From an optimization exercise on the open Yosys and OpenROAD flow, aimed at small area, a short achievable clock period and few clock cycles; shortcuts taken in it are not production practice.
Function was checked by simulation only, so behaviour that the tests miss may differ from the original.
Power and IR drop assume default switching activity.

==> flow/design.v <==
package ctbe_pkg;
    localparam int ACTION_W = 3;
    localparam int COUNT_W  = 8;
    localparam int BYTE_W   = 8;
    localparam int PEEK_W   = 10;
    localparam int CURSOR_W = 11;
    localparam logic [BYTE_W-1:0] SPACE_BYTE = 8'h20;
    typedef enum logic [ACTION_W-1:0] {
        ACT_INSERT  = 3'd0,
        ACT_DELETE  = 3'd1,
        ACT_SWAP    = 3'd2,
        ACT_ADVANCE = 3'd3,
        ACT_BACKUP  = 3'd4,
        ACT_READ    = 3'd5
    } action_t;
    typedef struct packed {
        logic load;
        logic clear_wr;
        logic ins_step;
        logic del_step;
        logic move;
        logic swap_chk;
        logic swap_rd;
        logic swap_wr_lo;
        logic swap_wr_hi;
        logic peek_rd;
        logic finish;
    } cmd_t;
    typedef struct packed {
        logic clear_last;
        logic ins_done;
        logic del_done;
        logic swap_ok;
    } status_t;
endpackage
import ctbe_pkg::*;
module ctbe_ctrl #(
    parameter int RW = 18
) (
    input  logic          clk,
    input  logic          rst_n,
    output logic          in_ready,
    output logic          stall,
    input  logic          push,
    input  logic [RW-1:0] push_data,
    output logic          out_valid,
    input  logic          out_ready,
    output logic [RW-1:0] out_data
);
    logic [RW-1:0] q0, q1;
    logic          q0v, q1v;
    logic          q0v_next, q1v_next;
    logic          dlv;
    logic          in_ready_reg, out_valid_reg;
    logic [1:0]    occ;
    assign q0v = occ[0] || occ[1];
    assign q1v = occ[1];
    assign dlv = q0v && out_ready;
    always_comb
    begin
        if (dlv)
        begin
            q0v_next = q1v || push;
            q1v_next = q1v && push;
        end
        else
        begin
            q0v_next = q0v || push;
            q1v_next = q1v || (q0v && push);
        end
    end
    always_ff @(posedge clk or negedge rst_n)
    begin
        if (!rst_n)
        begin
            occ           <= 2'b00;
            in_ready_reg  <= 1'b0;
            out_valid_reg <= 1'b0;
        end
        else
        begin
            occ           <= {q1v_next, q0v_next && !q1v_next};
            in_ready_reg  <= !q1v_next;
            out_valid_reg <= q0v_next;
        end
    end
    always_ff @(posedge clk)
    begin
        if (dlv)
        begin
            q0 <= q1v ? q1 : push_data;
            q1 <= push_data;
        end
        else
        begin
            if (!q0v)
            begin
                q0 <= push_data;
            end
            if (!q1v)
            begin
                q1 <= push_data;
            end
        end
    end
    assign in_ready  = in_ready_reg;
    assign stall     = q1v;
    assign out_valid = out_valid_reg;
    assign out_data  = q0;
endmodule
import ctbe_pkg::*;
module ctbe_aoi222 (
    input  logic a0,
    input  logic b0,
    input  logic a1,
    input  logic b1,
    input  logic a2,
    input  logic b2,
    output logic y
);
    assign y = !((a0 && b0) || (a1 && b1) || (a2 && b2));
endmodule
module ctbe_aoi22 (
    input  logic a0,
    input  logic b0,
    input  logic a1,
    input  logic b1,
    output logic y
);
    assign y = !((a0 && b0) || (a1 && b1));
endmodule
module ctbe_nand4 (
    input  logic a,
    input  logic b,
    input  logic c,
    input  logic d,
    output logic y
);
    assign y = !(a && b && c && d);
endmodule
module ctbe_nor2 (
    input  logic a,
    input  logic b,
    output logic y
);
    assign y = !(a || b);
endmodule
module ctbe_nand3 (
    input  logic a,
    input  logic b,
    input  logic c,
    output logic y
);
    assign y = !(a && b && c);
endmodule
module ctbe_rdbit (
    input  logic [127:0] sel,
    input  logic [127:0] d,
    output logic         y_n
);
    logic [42:0] n;      
    logic [10:0] g;      
    logic [5:0]  h;      
    logic [1:0]  k;      
    for (genvar i = 0; i < 42; i++)
    begin : g_aoi
        ctbe_aoi222 u_aoi (
            .a0 (sel[3 * i]),     .b0 (d[3 * i]),
            .a1 (sel[3 * i + 1]), .b1 (d[3 * i + 1]),
            .a2 (sel[3 * i + 2]), .b2 (d[3 * i + 2]),
            .y  (n[i])
        );
    end
    ctbe_aoi22 u_aoi_last (
        .a0 (sel[126]), .b0 (d[126]),
        .a1 (sel[127]), .b1 (d[127]),
        .y  (n[42])
    );
    for (genvar i = 0; i < 10; i++)
    begin : g_l1
        ctbe_nand4 u_g (.a (n[4 * i]), .b (n[4 * i + 1]), .c (n[4 * i + 2]), .d (n[4 * i + 3]),
                        .y (g[i]));
    end
    ctbe_nand3 u_g_last (.a (n[40]), .b (n[41]), .c (n[42]), .y (g[10]));
    for (genvar i = 0; i < 5; i++)
    begin : g_l2
        ctbe_nor2 u_h (.a (g[2 * i]), .b (g[2 * i + 1]), .y (h[i]));
    end
    assign h[5] = !g[10];
    ctbe_nand3 u_k0 (.a (h[0]), .b (h[1]), .c (h[2]), .y (k[0]));
    ctbe_nand3 u_k1 (.a (h[3]), .b (h[4]), .c (h[5]), .y (k[1]));
    ctbe_nor2  u_y  (.a (k[0]), .b (k[1]), .y (y_n));
endmodule
module ctbe_range (
    input  logic [8:0]  lo,
    input  logic [8:0]  hi,
    output logic [15:0] g_full,
    output logic [15:0] g_first,
    output logic [15:0] g_last,
    output logic [15:0] c_first,
    output logic [15:0] c_last
);
    logic [4:0] lg, hg;
    logic [3:0] lc, hc;
    logic       same_group;
    assign lg = lo[8:4];
    assign lc = lo[3:0];
    assign hg = hi[8:4];
    assign hc = hi[3:0];
    assign same_group = (lg == hg);
    always_comb
    begin
        for (int g = 0; g < 16; g++)
        begin
            g_full[g]  = (lg < 5'(g)) && (5'(g) < hg);
            g_first[g] = (lg == 5'(g));
            g_last[g]  = (hg == 5'(g)) && (lg < 5'(g));
        end
        for (int c = 0; c < 16; c++)
        begin
            c_first[c] = (4'(c) >= lc) && (!same_group || (4'(c) < hc));
            c_last[c]  = (4'(c) < hc);
        end
    end
endmodule
module ctbe_datapath (
    input  logic        clk,
    input  logic [15:0] g_full,      
    input  logic [15:0] g_first,
    input  logic [15:0] g_last,
    input  logic [15:0] c_first,
    input  logic [15:0] c_last,
    input  logic [7:0]  wdata_e,
    input  logic [7:0]  wdata_o,
    input  logic [15:0] rhi_e,       
    input  logic [7:0]  rlo_e,       
    input  logic [15:0] rhi_o,
    input  logic [7:0]  rlo_o,
    output logic [7:0]  rdata_e_n,
    output logic [7:0]  rdata_o_n
);
    logic [7:0] mem_e [128];
    logic [7:0] mem_o [128];
    logic [255:0] wen;
    always_comb
    begin
        for (int i = 0; i < 256; i++)
        begin
            wen[i] = g_full[i / 16] || (g_first[i / 16] && c_first[i % 16]) ||
                     (g_last[i / 16] && c_last[i % 16]);
        end
    end
    always_ff @(posedge clk)
    begin
        for (int j = 0; j < 128; j++)
        begin
            if (wen[2 * j])
            begin
                mem_e[j] <= wdata_e;
            end
            if (wen[2 * j + 1])
            begin
                mem_o[j] <= wdata_o;
            end
        end
    end
    logic [127:0] sel_e, sel_o;
    logic [127:0] col_e [8];
    logic [127:0] col_o [8];
    always_comb
    begin
        for (int j = 0; j < 128; j++)
        begin
            sel_e[j] = rhi_e[j / 8] && rlo_e[j % 8];
            sel_o[j] = rhi_o[j / 8] && rlo_o[j % 8];
            for (int b = 0; b < 8; b++)
            begin
                col_e[b][j] = mem_e[j][b];
                col_o[b][j] = mem_o[j][b];
            end
        end
    end
    for (genvar b = 0; b < 8; b++)
    begin : g_rd
        ctbe_rdbit u_rd_e (.sel (sel_e), .d (col_e[b]), .y_n (rdata_e_n[b]));
        ctbe_rdbit u_rd_o (.sel (sel_o), .d (col_o[b]), .y_n (rdata_o_n[b]));
    end
endmodule
import ctbe_pkg::*;
module cursor_text_buffer_editor_core #(
    parameter int BUFFER_BYTES = 256
) (
    input  logic                           clk,
    input  logic                           rst_n,
    input  logic                           in_valid,
    output logic                           in_ready,
    input  logic [ctbe_pkg::ACTION_W-1:0]  action,
    input  logic [ctbe_pkg::COUNT_W-1:0]   count,
    input  logic [ctbe_pkg::BYTE_W-1:0]    value,
    input  logic [ctbe_pkg::PEEK_W-1:0]    peek_index,
    output logic                           out_valid,
    input  logic                           out_ready,
    output logic [ctbe_pkg::CURSOR_W-1:0]  cursor,
    output logic [ctbe_pkg::BYTE_W-1:0]    peek_byte,
    output logic                           error
);
    logic stall;
    logic       v0;
    logic       up0, dn0, ins0, del0, swp0, rd0, bad0;
    logic [7:0] c0, x0;
    logic [7:0] p0;
    always_ff @(posedge clk or negedge rst_n)
    begin
        if (!rst_n)
        begin
            v0 <= 1'b0;
        end
        else if (!stall)
        begin
            v0 <= in_valid && in_ready;
        end
    end
    always_ff @(posedge clk)
    begin
        if (!stall)
        begin
            up0  <= (action == ACT_INSERT) || (action == ACT_ADVANCE);
            dn0  <= (action == ACT_DELETE) || (action == ACT_BACKUP);
            ins0 <= (action == ACT_INSERT);
            del0 <= (action == ACT_DELETE);
            swp0 <= (action == ACT_SWAP);
            rd0  <= (action == ACT_READ) && (peek_index[9:8] == 2'b00);
            bad0 <= (action == ACT_READ) && (peek_index[9:8] != 2'b00);
            c0   <= count;
            x0   <= (action == ACT_DELETE) ? SPACE_BYTE : value;
            p0   <= peek_index[7:0];
        end
    end
    logic [8:0] cur_reg, cur_next;
    logic [8:0] cur_inc;
    logic [9:0] sum, dif;
    logic       up_clip, dn_clip, swap_ok;
    logic [8:0] up_val, dn_val;
    logic       err;
    logic [8:0] lo_next, hi_next;
    assign sum     = {1'b0, cur_reg} + {2'b0, c0};
    assign dif     = {1'b0, cur_reg} - {2'b0, c0};
    assign up_clip = sum[9] || (sum[8] && (sum[7:0] != '0));
    assign dn_clip = dif[9];
    assign up_val  = up_clip ? 9'd256 : sum[8:0];
    assign dn_val  = dn_clip ? 9'd0 : dif[8:0];
    assign swap_ok = !(cur_reg[8] || (cur_reg[7:0] == 8'hff));
    assign cur_inc = cur_reg + 9'd1;
    always_comb
    begin
        cur_next = cur_reg;
        err      = bad0;
        if (up0)
        begin
            cur_next = up_val;
            err      = up_clip;
        end
        else if (dn0)
        begin
            cur_next = dn_val;
            err      = dn_clip;
        end
        else if (swp0)
        begin
            cur_next = swap_ok ? cur_inc : cur_reg;
            err      = !swap_ok;
        end
        if (!v0)
        begin
            cur_next = cur_reg;
        end
    end
    always_comb
    begin
        lo_next = 9'd256;
        hi_next = 9'd0;
        if (v0 && ins0)
        begin
            lo_next = cur_reg;
            hi_next = up_val;
        end
        else if (v0 && del0)
        begin
            lo_next = dn_val;
            hi_next = cur_reg;
        end
        else if (v0 && swp0 && swap_ok)
        begin
            lo_next = cur_reg;
            hi_next = cur_reg + 9'd2;
        end
    end
    logic       v1, rd1, par1, err1;
    logic [8:0] lo1, hi1, res1;
    logic [7:0] x1;
    logic [15:0] rhi_e1, rhi_o1;
    logic [7:0]  rlo_e1, rlo_o1;
    logic [8:0] se_b, so_b, pe_b, po_b;
    logic       fe_s, fo_s, fe_p, fo_p;
    logic       e_mo1, e_me1, e_wo1, e_we1, o_me1, o_mo1, o_we1, o_wo1, x_1;
    assign se_b = {1'b0, cur_inc[7:1], 1'b0};
    assign so_b = {1'b0, cur_reg[7:1], 1'b1};
    assign pe_b = {1'b0, p0[7:1], 1'b0};
    assign po_b = {1'b0, p0[7:1], 1'b1};
    assign fe_s = (se_b >= lo1) && (se_b < hi1);
    assign fo_s = (so_b >= lo1) && (so_b < hi1);
    assign fe_p = (pe_b >= lo1) && (pe_b < hi1);
    assign fo_p = (po_b >= lo1) && (po_b < hi1);
    always_ff @(posedge clk or negedge rst_n)
    begin
        if (!rst_n)
        begin
            cur_reg <= '0;
            v1      <= 1'b0;
            lo1     <= 9'd256;
            hi1     <= 9'd0;
        end
        else if (!stall)
        begin
            cur_reg <= cur_next;
            v1      <= v0;
            lo1     <= lo_next;
            hi1     <= hi_next;
        end
    end
    always_ff @(posedge clk)
    begin
        if (!stall)
        begin
            rd1   <= rd0;
            par1  <= p0[0];
            err1  <= err;
            res1  <= cur_next;
            x1    <= x0;
            for (int k = 0; k < 16; k++)
            begin
                rhi_e1[k] <= swp0 ? (cur_inc[7:4] == 4'(k)) : (p0[7:4] == 4'(k));
                rhi_o1[k] <= swp0 ? (cur_reg[7:4] == 4'(k)) : (p0[7:4] == 4'(k));
            end
            for (int k = 0; k < 8; k++)
            begin
                rlo_e1[k] <= swp0 ? (cur_inc[3:1] == 3'(k)) : (p0[3:1] == 3'(k));
                rlo_o1[k] <= swp0 ? (cur_reg[3:1] == 3'(k)) : (p0[3:1] == 3'(k));
            end
            e_mo1 <= swp0 && !fo_s;
            e_wo1 <= swp0 && fo_s;
            e_me1 <= rd0 && !fe_p;
            e_we1 <= rd0 && fe_p;
            o_me1 <= swp0 && !fe_s;
            o_we1 <= swp0 && fe_s;
            o_mo1 <= rd0 && !fo_p;
            o_wo1 <= rd0 && fo_p;
            x_1   <= !swp0 && !rd0;
        end
    end
    logic       v2, rd2, par2, err2;
    logic [8:0] res2;
    logic [15:0] gf1, gs1, gl1, cs1, cl1;    
    logic [15:0] gf2, gs2, gl2, cs2, cl2;    
    logic [7:0] rde2, rdo2, x2;
    logic       e_mo2, e_me2, e_wo2, e_we2, o_me2, o_mo2, o_we2, o_wo2, x_2;
    logic [7:0] wd_e, wd_o;                  
    logic [7:0] wl_e, wl_o;                  
    logic [7:0] mem_e_n, mem_o_n;
    ctbe_datapath u_datapath (
        .clk       (clk),
        .g_full    (gf2),
        .g_first   (gs2),
        .g_last    (gl2),
        .c_first   (cs2),
        .c_last    (cl2),
        .wdata_e   (wd_e),
        .wdata_o   (wd_o),
        .rhi_e     (rhi_e1),
        .rlo_e     (rlo_e1),
        .rhi_o     (rhi_o1),
        .rlo_o     (rlo_o1),
        .rdata_e_n (mem_e_n),
        .rdata_o_n (mem_o_n)
    );
    ctbe_range u_range (
        .lo      (lo1),
        .hi      (hi1),
        .g_full  (gf1),
        .g_first (gs1),
        .g_last  (gl1),
        .c_first (cs1),
        .c_last  (cl1)
    );
    always_ff @(posedge clk or negedge rst_n)
    begin
        if (!rst_n)
        begin
            v2    <= 1'b0;
            gf2   <= '1;
            gs2   <= '0;
            gl2   <= '0;
            cs2   <= '0;
            cl2   <= '0;
            e_mo2 <= 1'b0;
            e_me2 <= 1'b0;
            e_wo2 <= 1'b0;
            e_we2 <= 1'b0;
            o_me2 <= 1'b0;
            o_mo2 <= 1'b0;
            o_we2 <= 1'b0;
            o_wo2 <= 1'b0;
            x_2   <= 1'b0;
        end
        else if (!stall)
        begin
            v2    <= v1;
            gf2   <= gf1;
            gs2   <= gs1;
            gl2   <= gl1;
            cs2   <= cs1;
            cl2   <= cl1;
            e_mo2 <= e_mo1;
            e_me2 <= e_me1;
            e_wo2 <= e_wo1;
            e_we2 <= e_we1;
            o_me2 <= o_me1;
            o_mo2 <= o_mo1;
            o_we2 <= o_we1;
            o_wo2 <= o_wo1;
            x_2   <= x_1;
        end
    end
    always_ff @(posedge clk)
    begin
        if (!stall)
        begin
            rd2  <= rd1;
            par2 <= par1;
            err2 <= err1;
            res2 <= res1;
            x2   <= x1;
            rde2 <= ~mem_e_n;
            rdo2 <= ~mem_o_n;
            wl_e <= wd_e;
            wl_o <= wd_o;
        end
    end
    assign wd_e = ({8{e_mo2}} & rdo2) | ({8{e_me2}} & rde2) | ({8{e_wo2}} & wl_o) |
                  ({8{e_we2}} & wl_e) | ({8{x_2}} & x2);
    assign wd_o = ({8{o_me2}} & rde2) | ({8{o_mo2}} & rdo2) | ({8{o_we2}} & wl_e) |
                  ({8{o_wo2}} & wl_o) | ({8{x_2}} & x2);
    logic [17:0] res_q;
    ctbe_ctrl #(
        .RW (18)
    ) u_ctrl (
        .clk       (clk),
        .rst_n     (rst_n),
        .in_ready  (in_ready),
        .stall     (stall),
        .push      (v2 && !stall),
        .push_data ({res2, (rd2 ? (par2 ? wd_o : wd_e) : 8'h00), err2}),
        .out_valid (out_valid),
        .out_ready (out_ready),
        .out_data  (res_q)
    );
    assign cursor    = {2'b00, res_q[17:9]};
    assign peek_byte = res_q[8:1];
    assign error     = res_q[0];
endmodule
==> flow/flow/run.sh <==
#!/bin/bash
# The standard layout (the standard.sh: standard synthesis, floorplan, placement, CTS,
# routing), except that the input and output ports are buffered with
# sky130_fd_sc_hd__buf_2 instead of the cell buffer_ports picks on its own
# (sky130_fd_sc_hd__clkdlybuf4s50_1, a delay buffer). Every port still gets one buffer.
# The whole output of the flow (make, yosys, openroad) goes to standard.log here; ORFS's
# per-step logs stay under orfs/logs/.
set -uo pipefail
export BUFFER_PORTS_ARGS="-buffer_cell sky130_fd_sc_hd__buf_2"
bash standard.sh > standard.log 2>&1
rc=$?
tail -n 40 standard.log
exit $rc
==> flow/standard.sh <==
#!/bin/bash
# synth_recipe.tcl (not shown) runs the flow's synth.tcl, then flattens the netlist and writes it again
# the make line also repeats each setting of config.mk as NAME=value (left out here)
make -C /OpenROAD-flow-scripts/flow DESIGN_CONFIG=/design/flow/config.mk WORK_HOME=/design/flow/orfs CLKGATE_MAP_FILE= SYNTH_SCRIPT=/design/flow/synth_recipe.tcl "${@:-finish}"
==> flow/config.mk <==
export PLATFORM = sky130hd
export DESIGN_NAME = cursor_text_buffer_editor_core
export DESIGN_NICKNAME = cursor_text_buffer_editor_core
export VERILOG_FILES = /design/flow/design.v
export SDC_FILE = /design/flow/constraint.sdc
export NUM_CORES = 4
export LEC_CHECK = 0
export CAP_MARGIN = 20
export CORE_MARGIN = 2
export CORE_UTILIZATION = 60
export CTS_CLUSTER_DIAMETER = 80
export CTS_CLUSTER_SIZE = 24
export SETUP_SLACK_MARGIN = 5
export SLEW_MARGIN = 60
export SYNTH_HIERARCHICAL = 1
==> flow/constraint.sdc <==
create_clock -name core_clock -period 10.0 [get_ports {clk}]
set_input_delay 2.0000 -clock core_clock [delete_from_list [all_inputs] [get_ports {clk}]]
set_output_delay 2.0000 -clock core_clock [all_outputs]
set_load 0.01 [all_outputs]
==> flow_summary.toml, run 1 <==
[outcome]
status = "no timing/DRC/antenna violations"

[worst_setup_path]
worstRegToRegCells = 7
crit_path_cell_trace = "buf_2"
critPathArrivalTime_ns = 1.35
start_kind = "flop"
cp.buffers_inverters = 1
regToRegSetupSlack_ns = 6.90
path_class = "reg2out"
slowest_stage = "edfxtp_1"
path_max_fanout = 1
critPathMaxStageDelay_ns = 0.43
r2r-start = "rhi_e1[11]"
regToRegEndpoint = "rde2[2]"
worstPathRequired_ns = 8.00
critPathTopFamily = "flip-flops"
crit_path_end_kind = "primary output"

[power]
p_leak_nw = 31.0
design_power_total_mw = 33.0
powerDensity_nw_per_um2 = 337
swShare = 0.367
p_seq_frac = 0.526
pwr-share-comb = 0.311
clockPowerShare = 0.163
vdd_drop_max_mv = 0.266
p_int_mw = 20.9
p_sw_mw = 12.1

[logic_synthesis]
synth_area_um2 = 91900
yosysTopAreaCellShare = 0.727
yosysWarningCount = 18
synth_cell_types = 98
synth_edf_count = 2226
ys.flop_type = "edfxtp_1"
syn_inst = 5120
yosys.area_share.simple = 0.0559
synth_common_cells = "edfxtp_1 (2226), a222oi_1 (688), and2_1 (264), a221o_1 (252), nor2_1 (181)"
muxShareOfSynthArea = 0.0162
synth_compound_area_frac = 0.127
ys_seq_elements = 2367
synth.area.top_cells = "edfxtp_1 (73%), a222oi_1 (7.5%), dfrtp_1 (2.9%)"
syn_avg_cell_area_um2 = 17.9
synth-xor-area-share = 0.00359
synth_top_family_by_area = "compound AO/OA/AOI/OAI gates"
yosysSeqAreaShare = 0.765
synthAdderAreaFrac = 0.00942
yosysMostFrequentCell = "edfxtp_1"
synthArstFlopShare = 0.0520
synth_largest_area_cell = "edfxtp_1"

[timing]
setup_ws_ns = 6.65
finalHoldViolCount = 0
setup_viol = 0
finClkSkew_ns = 0.0266
slew_violations = 0
finalCritPeriodShare = 0.335
fmax_ghz = 0.299
period_minus_slack_ns = 3.35
rsz0062_at_grt = "no"
tightest_slew_ns = 0.711
holdWs_ns = 0.424
slew_headroom = 0.526
tns_ns = 0

[global_route]
grt_util_all_layers = 0.320
grt_max_degree = 102
grt_pass1_vias = 50540
grt_pass1_wl_mm = 360
antenna_found_initial = 13
grt_remaining_overflow = 0

[placement]
hpwl_mm = 162
port_buffers = 52
gp_congestion = 0.910
pre_cts_slack_ns = 6.79

[cts]
cts_setup_buffers = 0
cts_inserted_buffers = 115
clk_pin_slew_ns = 0.09
cts.sinks = 2367
cts_root_buffer = "clkbuf_16"
clock_latency_ns = 0.77
cts_resized = 0
cts_buffer_depth = 3
h-tree-depth = 3
holdBufCountCts = 0
cts_tree = "built"

[route]
routedWlPerCell_um = 34.9
vias_per_cell = 7.37
drt_iter0_drc = 10238
wl_mm = 254
dr.pass1.iters = 9
antenna_left = 0
routed-via-count = 53692
drc = 0

[cells_and_area]
final_nets = 5275
reg.largest.list = "u_datapath.mem_e (1024), u_datapath.mem_o (1024)"
drive_gt1_frac = 0.110
area_delta_synth_final_pct = 6.78

[floorplanning]
coreArea_um2 = 152000
die_x_um = 395
start_util = 0.604
die-area_um2 = 156000
dieHeight_um = 395
core.rowCount = 143
ios = 55

[min_path]
whs_path_depth = 0
hold_end = "x1[1]"
hold_path_class = "reg2reg"
holdCritStartpoint = "x0[1]"

[run]
drv_cap = 0
-- layer usage --
metal  vias up  track usage  part of all wire
met4         0       0.0977             0.034
met3       407       0.0551              0.11
met5         -            0                 0
met1     27641        0.486              0.40
met2      3305        0.480              0.45
li1      22339            -                 -
-- per-module statistics from Yosys (local to each module, per instance), a selection --
module,cells inside,cell area (um^2)
ctbe_datapath,2720,67000
cursor_text_buffer_editor_core,1113,13600
ctbe_range,187,1090
ctbe_aoi22,1,12.5
ctbe_aoi222,1,10.0
ctbe_nand4,1,6.26
ctbe_nand3,1,5.00
ctbe_nor2,1,3.75
ctbe_rdbit,1,3.75
-- power by group through the flow --
stage	registers, mW	clock network (mW)	logic [mW]
2_1_floorplan	17.1	0	5.74
3_3_place_gp	17.5	0	9.55
3_5_place_dp	17.6	0	9.95
4_1_cts	17.4	5.44	9.97
5_1_grt	17.5	5.78	10.9
6_report	17.4	5.37	10.3
-- final cells by class --
| cell class | instances | area [um^2] |
|---|---|---|
| timing repair buffer | 175 | 1440 |
| clock buffer | 171 | 3230 |
| sequential | 2367 | 70400 |
| inverter | 84 | 332 |
| tap | 2030 | 2540 |
| antenna | 6 | 15.0 |
| fill | 10599 | 54000 |
| clock inverter | 26 | 324 |
| multi-input combinational | 2431 | 19800 |
-- metrics by stage --
step,instance area (um^2),cells,util
3_5_place_dp,94100,7066,0.619
3_3_place_gp,93700,7038,0.616
2_1_floorplan,91900,5123,-
5_1_grt,98100,7286,0.645
4_1_cts,97700,7263,0.642
6_report,98100,7290,0.645
-- layout by cell type, fill, tap and decap left out, types with 13 or more instances in the layout --
cell       instances
nor2_1           180
nand2_8           13
a222oi_1         688
and2_1           264
dfxtp_1           18
a221o_1          249
nand3_1           77
a22oi_2           16
buf_2             52
or2_2             13
edfxtp_1        2226
o21ai_0           51
buf_1             20
mux2_2           106
a211oi_1          15
o21a_1            16
ha_1              66
dfrtp_1           52
dfstp_2           17
nand4_1          167
clkbuf_16        119
nor3_1            30
xor2_1            16
clkbuf_1          47
nand2b_1          22
nor2b_1           23
a21oi_1           68
inv_1             82
dfrtp_2           50
nand2_1           89
a22oi_1           21
buf_4             57
-- how the worst max path moves through the flow --
stage / from / cells past startpoint / end / slack (ns)
after floorplan: u_ctrl.occ[1] / 5 / lo1[8] / 5.45
after global placement: out_ready / 3 / u_ctrl.q1[1] / 6.37
after detailed placement: out_ready / 3 / u_ctrl.q0[15] / 6.79
after CTS: u_ctrl.q0[7] / 1 / peek_byte[6] / 6.61
after global routing: u_ctrl.q0[11] / 1 / cursor[2] / 6.61
final: u_ctrl.q0[11] / 1 / cursor[2] / 6.65
-- cells by family (layout without fill, tap and decap cells) --
family,after synthesis,in the layout
flops,2367,2367
simple gates,941,941
buf+inv,325,456
fa+ha+maj,68,68
mux,129,129
compound gates,1255,1255
xor+xnor,33,33
other cells,2,11
Testbench counts, summed over its fixed seeds: cycles 4,032.
==> run 2, diff against run 1 <==
--- a/flow/config.mk
+++ b/flow/config.mk
@@ -13,3 +13,3 @@
 export SETUP_SLACK_MARGIN = 5
-export SLEW_MARGIN = 60
+export SLEW_MARGIN = 40
 export SYNTH_HIERARCHICAL = 1
==> run 2 against run 1 <==
- setup slack worse by 0.024 ns
- global-route usage hardly changed
- worst hold slack better by 0.0021 ns
- combinational power is 4% lower
- clock power hardly changed
- register-to-register slack worse by 0.21 ns
- final cell count is 0.64% lower
- sequential cell count stayed put
- critical path type unchanged
==> flow_summary.toml, run 2 <==
[power]
clockPowerShare = 0.164
p_sw_mw = 12.0
pwr-share-comb = 0.302
p_seq_frac = 0.533
powerDensity_nw_per_um2 = 336
p_int_mw = 20.6
vdd_drop_max_mv = 0.289
p_leak_nw = 30.8
swShare = 0.368

[cells_and_area]
area_delta_synth_final_pct = 5.93
final_common_cell = "edfxtp_1"
drive_gt1_frac = 0.0975
final_core_util = 0.640
final_nets = 5227
final_cells = 7243
reg.largest.list = "u_datapath.mem_e (1024), u_datapath.mem_o (1024)"
final_area_um2 = 97300
final_cell_mix = "edfxtp_1 (2226), a222oi_1 (688), and2_1 (264)"

[cts]
cts_resized = 0
h-tree-depth = 3
clk_pin_slew_ns = 0.10
cts_setup_buffers = 0
cts_root_buffer = "clkbuf_16"
holdBufCountCts = 0
cts.sinks = 2367
cts_tree = "built"
clock_latency_ns = 0.78
cts_inserted_buffers = 115
cts_buffer_depth = 3

[route]
routed-via-count = 53484
antenna_left = 0
routedWlPerCell_um = 35.1
vias_per_cell = 7.38
wl_mm = 254
drt_iter0_drc = 9978
dr.pass1.iters = 11
drc = 0

[worst_setup_path]
cp.buffers_inverters = 1
critPathArrivalTime_ns = 1.37
path_class = "reg2out"
critPathTopFamily = "flip-flops"
worstPathRequired_ns = 8.00
start_kind = "flop"
crit_path_end_kind = "primary output"
path_max_fanout = 1
critPathMaxStageDelay_ns = 0.44
crit_path_cell_trace = "buf_2"
slowest_stage = "edfxtp_1"

[logic_synthesis]
synthArstFlopShare = 0.0520
yosysSeqAreaShare = 0.765
yosysTopAreaCellShare = 0.727
synth_edf_count = 2226
synth_common_cells = "edfxtp_1 (2226), a222oi_1 (688), and2_1 (264), a221o_1 (252), nor2_1 (181)"
syn_inst = 5120
yosysMostFrequentCell = "edfxtp_1"
yosysWarningCount = 18
synth_cell_types = 98
synth.area.top_cells = "edfxtp_1 (73%), a222oi_1 (7.5%), dfrtp_1 (2.9%)"
ys_seq_elements = 2367
syn_avg_cell_area_um2 = 17.9
synth_largest_area_cell = "edfxtp_1"
synth_area_um2 = 91900
ys.flop_type = "edfxtp_1"

[timing]
tightest_slew_ns = 0.949
setup_viol = 0
tns_ns = 0
finalHoldViolCount = 0
fmax_ghz = 0.297
rsz0062_at_grt = "no"
slew_headroom = 0.361
slew_violations = 0
period_minus_slack_ns = 3.37
finalCritPeriodShare = 0.337
finClkSkew_ns = 0.0266

[global_route]
grt_pass1_wl_mm = 359
grt_max_degree = 102
grt_pass1_vias = 50446
grt_util_all_layers = 0.320
grt_remaining_overflow = 0
antenna_found_initial = 11

[run]
drv_cap = 0

[floorplanning]
start_util = 0.604
die_x_um = 395
coreArea_um2 = 152000
core.rowCount = 143
die-area_um2 = 156000
dieHeight_um = 395
ios = 55

[min_path]
hold_path_class = "reg2reg"

[placement]
dp_cells = 7039
hpwl_mm = 161
place_area_um2 = 93700
port_buffers = 52
gp_congestion = 0.910

[outcome]
status = "no timing/DRC/antenna violations"
run 2: cell counts after synthesis:
Identical to the previous run, type by type.
run 2: through the flow:
step                      hold WS [ns]  setup WS (ns)  power [mW]
after floorplan                  0.400           5.45        22.9
after global placement           0.402           6.37        27.1
after detailed placement         0.405           6.73        27.3
after CTS                        0.428           6.59        32.6
after global routing             0.436           6.56        33.8
final                            0.426           6.63        32.7
run 2: power groups by stage:
stage	logic (mW)	clock network (mW)	registers (mW)
2_1_floorplan	5.74	0	17.1
3_3_place_gp	9.55	0	17.5
3_5_place_dp	9.73	0	17.6
4_1_cts	9.75	5.44	17.4
5_1_grt	10.5	5.77	17.6
6_report	9.88	5.36	17.4
run 2: metal layers:
layer / wire [um] / GRT usage / vias up / share of wire
met5: 14 / 0 / - / 0.000055
met4: 8910 / 0.0995 / 2 / 0.035
met3: 27100 / 0.0576 / 420 / 0.11
met2: 115000 / 0.478 / 3260 / 0.45
met1: 103000 / 0.484 / 27565 / 0.41
li1: - / - / 22237 / -
run 2: final cells by class:
type	instances	area, um^2
multi-input combinational	2431	19700
inverter	84	323
tap	2030	2540
clock inverter	32	375
fill	10603	54800
antenna	13	32.5
clock buffer	159	3150
timing repair buffer	127	880
sequential	2367	70300
run 2: final timing paths:
path | startpoint | endpoint | slack [ns] | cells past startpoint
setup / recovery | u_ctrl.q0[13] | cursor[4] | 6.63 | 1
hold reg to reg | rd1 | rd2 | 0.43 | 0
min in group asynchronous | rst_n | u_ctrl.occ[0] | 1.17 | 1
setup reg to reg | cur_reg[2] | rhi_e1[13] | 6.69 | 6
hold / removal | rd1 | rd2 | 0.43 | 0
max in group asynchronous | rst_n | gf2[11] | 7.59 | 3
run 2: cells by family (layout without fill, tap and decap cells):
| group | Yosys count | count (layout) | share of synthesized area |
|---|---|---|---|
| DFF | 2367 | 2367 | 0.765 |
| xor gates and xnor gates | 33 | 33 | 0.00359 |
| adders and majority gates | 68 | 68 | 0.00942 |
| AOI/OAI and AO/OA | 1255 | 1255 | 0.127 |
| other | 2 | 18 | 0.0000817 |
| buffers and inverters | 325 | 402 | 0.0223 |
| and+or+nand+nor | 941 | 941 | 0.0559 |
| muxes | 129 | 129 | 0.0162 |
run 2: Yosys stat by module (local to each module, per instance), excerpt:
module                          copies in the design  flip-flops and latches
ctbe_aoi222                                      672                       0
ctbe_datapath                                      1                    2048
ctbe_rdbit                                        16                       0
ctbe_nand4                                       160                       0
ctbe_nand3                                        48                       0
cursor_text_buffer_editor_core                     1                     279
ctbe_nor2                                         96                       0
ctbe_aoi22                                        16                       0
ctbe_range                                         1                       0
==> run 3, diff against run 2 <==
--- a/flow/config.mk
+++ b/flow/config.mk
@@ -10,6 +10,6 @@
 export CORE_UTILIZATION = 60
-export CTS_CLUSTER_DIAMETER = 80
-export CTS_CLUSTER_SIZE = 24
+export CTS_CLUSTER_DIAMETER = 100
+export CTS_CLUSTER_SIZE = 30
 export SETUP_SLACK_MARGIN = 5
-export SLEW_MARGIN = 40
+export SLEW_MARGIN = 60
 export SYNTH_HIERARCHICAL = 1
==> run 3 against run 2 <==
- critical path type unchanged
- sequential cell count unchanged
- wire length about the same
- first-iteration DRC count increased by 5.0%
- via count about the same
- final cell count about the same
- critical endpoint is now peek_byte[3]
- final area decreased by 0.16%
- highest routed layer unchanged
- clock skew increased by 0.016 ns
- synthesized cell count unchanged
- largest cell class unchanged
- sequential power about the same
==> flow_summary.toml, run 3 <==
[cts]
cts_root_buffer = "clkbuf_16"
holdBufCountCts = 0
cts.sinks = 2367
cts_tree = "built"
cts_buffer_depth = 3
clk_pin_slew_ns = 0.12
cts_setup_buffers = 0
cts_resized = 0
cts_inserted_buffers = 89
clock_latency_ns = 0.75
h-tree-depth = 3

[worst_setup_path]
critPathTopFamily = "flip-flops"
crit_path_end_kind = "primary output"
critPathArrivalTime_ns = 1.34
crit_end = "peek_byte[3]"
crit_path_cell_trace = "buf_2"
worstPathRequired_ns = 8.00
cp.buffers_inverters = 1
r2r-start = "rhi_e1[11]"
regToRegEndpoint = "rde2[2]"
crit_cells = 1
slowest_stage = "edfxtp_1"
path_max_fanout = 1
critPathMaxStageDelay_ns = 0.43
worstRegToRegCells = 7
regToRegSetupSlack_ns = 6.83
crit_start = "u_ctrl.q0[4]"
start_kind = "flop"
path_class = "reg2out"

[logic_synthesis]
syn_inst = 5120
yosysWarningCount = 18
ys.flop_type = "edfxtp_1"
synth_area_um2 = 91900
synth_common_cells = "edfxtp_1 (2226), a222oi_1 (688), and2_1 (264), a221o_1 (252), nor2_1 (181)"
synth.area.top_cells = "edfxtp_1 (73%), a222oi_1 (7.5%), dfrtp_1 (2.9%)"
synth_edf_count = 2226
synthArstFlopShare = 0.0520
ys_seq_elements = 2367
yosysMostFrequentCell = "edfxtp_1"
syn_avg_cell_area_um2 = 17.9
synth_largest_area_cell = "edfxtp_1"
synth_cell_types = 98
yosysSeqAreaShare = 0.765
yosysTopAreaCellShare = 0.727

[cells_and_area]
final_cell_mix = "edfxtp_1 (2226), a222oi_1 (688), and2_1 (264)"
final_area_um2 = 97200
final_nets = 5250
final_common_cell = "edfxtp_1"
drive_gt1_frac = 0.101
area_delta_synth_final_pct = 5.76
reg.largest.list = "u_datapath.mem_e (1024), u_datapath.mem_o (1024)"

[global_route]
grt_max_degree = 102
grt_pass1_vias = 50221
grt_remaining_overflow = 0
antenna_found_initial = 15
grt_pass1_wl_mm = 359
grt_util_all_layers = 0.319

[timing]
tns_ns = 0
period_minus_slack_ns = 3.34
holdWs_ns = 0.425
tightest_slew_ns = 0.652
finalCritPeriodShare = 0.334
fmax_ghz = 0.299
slew_violations = 0
rsz0062_at_grt = "no"
finalHoldViolCount = 0
finClkSkew_ns = 0.0426
slew_headroom = 0.562
setup_viol = 0

[placement]
port_buffers = 52
gp_congestion = 0.910
hpwl_mm = 162
place_area_um2 = 94100

[floorplanning]
start_util = 0.604
dieHeight_um = 395
die-area_um2 = 156000
core.rowCount = 143
ios = 55
coreArea_um2 = 152000
die_x_um = 395

[power]
powerDensity_nw_per_um2 = 332
p_leak_nw = 30.6
vdd_drop_max_mv = 0.274

[run]
drv_cap = 0

[route]
wl_mm = 254
vias_per_cell = 7.39
drt_iter0_drc = 10480
routedWlPerCell_um = 35.1
drc = 0
antenna_left = 0
routed-via-count = 53483
dr.pass1.iters = 9

[outcome]
status = "no timing/DRC/antenna violations"

[min_path]
hold_path_class = "reg2reg"
==> run 3: cell counts after synthesis <==
No cell type changed its count.
==> run 3: through the flow <==
stage	cells	worst slack, ns	total power [mW]	utilization
2_1_floorplan	5123	5.45	22.9	-
3_3_place_gp	7038	6.37	27.1	0.616
3_5_place_dp	7066	6.79	27.5	0.619
4_1_cts	7209	6.62	32.0	0.636
5_1_grt	7231	6.62	33.4	0.639
6_report	7242	6.66	32.2	0.639
==> run 3: worst min-delay path by stage <==
| stage | slack, ns | cells after the start | from | to |
|---|---|---|---|---|
| finish | 0.42 | 0 | rd1 | rd2 |
| global route | 0.43 | 0 | rd1 | rd2 |
| CTS | 0.43 | 0 | rd1 | rd2 |
| detailed placement | 0.40 | 0 | x0[1] | x1[1] |
| global placement | 0.40 | 0 | x1[2] | x2[2] |
| floorplan | 0.40 | 0 | err1 | err2 |
==> run 3: final cells by class <==
cell class,instances,area [um^2]
antenna,11,27.5
clock buffer,138,2520
clock inverter,5,60.1
fill,10652,54900
inverter,84,332
multi-input combinational,2431,19800
sequential,2367,70400
tap,2030,2540
timing repair buffer,176,1490
==> run 3: power breakdown <==
part	leakage, nW	internal [mW]	total [mW]	switching [mW]
Sequential	21.8	16.0	17.4	1.37
Clock	1.23	1.77	4.59	2.82
Combinational	7.53	2.55	10.3	7.74
==> run 3: kinds of logic (layout without fill, tap and decap cells) <==
logic type / Yosys count / in the layout / share of synthesized area
and+or+nand+nor: 941 / 941 / 0.0559
xor gates and xnor gates: 33 / 33 / 0.00359
DFF: 2367 / 2367 / 0.765
buffers and inverters: 325 / 403 / 0.0223
adders and majority gates: 68 / 68 / 0.00942
muxes: 129 / 129 / 0.0162
AOI/OAI and AO/OA: 1255 / 1255 / 0.127
other: 2 / 16 / 0.0000817
==> run 3: modules after synthesis, one instance, submodules excluded, a selection <==
module                          flops+latches  area, um^2  copies in the design
cursor_text_buffer_editor_core            279       13600                     1
ctbe_aoi222                                 0        10.0                   672
ctbe_nand4                                  0        6.26                   160
ctbe_datapath                            2048       67000                     1
ctbe_rdbit                                  0        3.75                    16
ctbe_range                                  0        1090                     1
ctbe_nand3                                  0        5.00                    48
ctbe_nor2                                   0        3.75                    96
ctbe_aoi22                                  0        12.5                    16
==> run 3: metal layers <==
| layer | routed length [um] | vias up | share of wire | global-route usage |
|---|---|---|---|---|
| li1 | - | 22231 | - | - |
| met1 | 103000 | 27669 | 0.41 | 0.482 |
| met2 | 115000 | 3194 | 0.45 | 0.482 |
| met3 | 27200 | 385 | 0.11 | 0.0578 |
| met4 | 8440 | 4 | 0.033 | 0.0923 |
| met5 | 26 | - | 0.00010 | 0 |

static timing again, ports no longer ideal:
Ports are ideal in the flow. The routed layouts listed here were re-timed in OpenROAD. Step 1: set_driving_cell puts a clkbuf_16 on clk and a buf_2 on each other input, an assumption about the parent block. Step 2 also shifts input and output timing later by t, the mid clock arrival at the registers, as if the neighbouring blocks saw the same clock. Slacks: no drivers / after step 1 / after step 2; pairs: no drivers / after step 1.
run | shift t [ns] | setup WS [ns] | hold WS [ns]
run 1 | 0.843 | 6.653 / 6.568 / 6.797 | 0.424 / 0.424 / 0.424
run 2 | 0.849 | 6.628 / 6.545 / 6.690 | 0.426 / 0.426 / 0.426
run 3 | 0.818 | 6.657 / 6.573 / 6.811 | 0.425 / 0.425 / 0.425
After both steps every run listed still meets setup and hold.
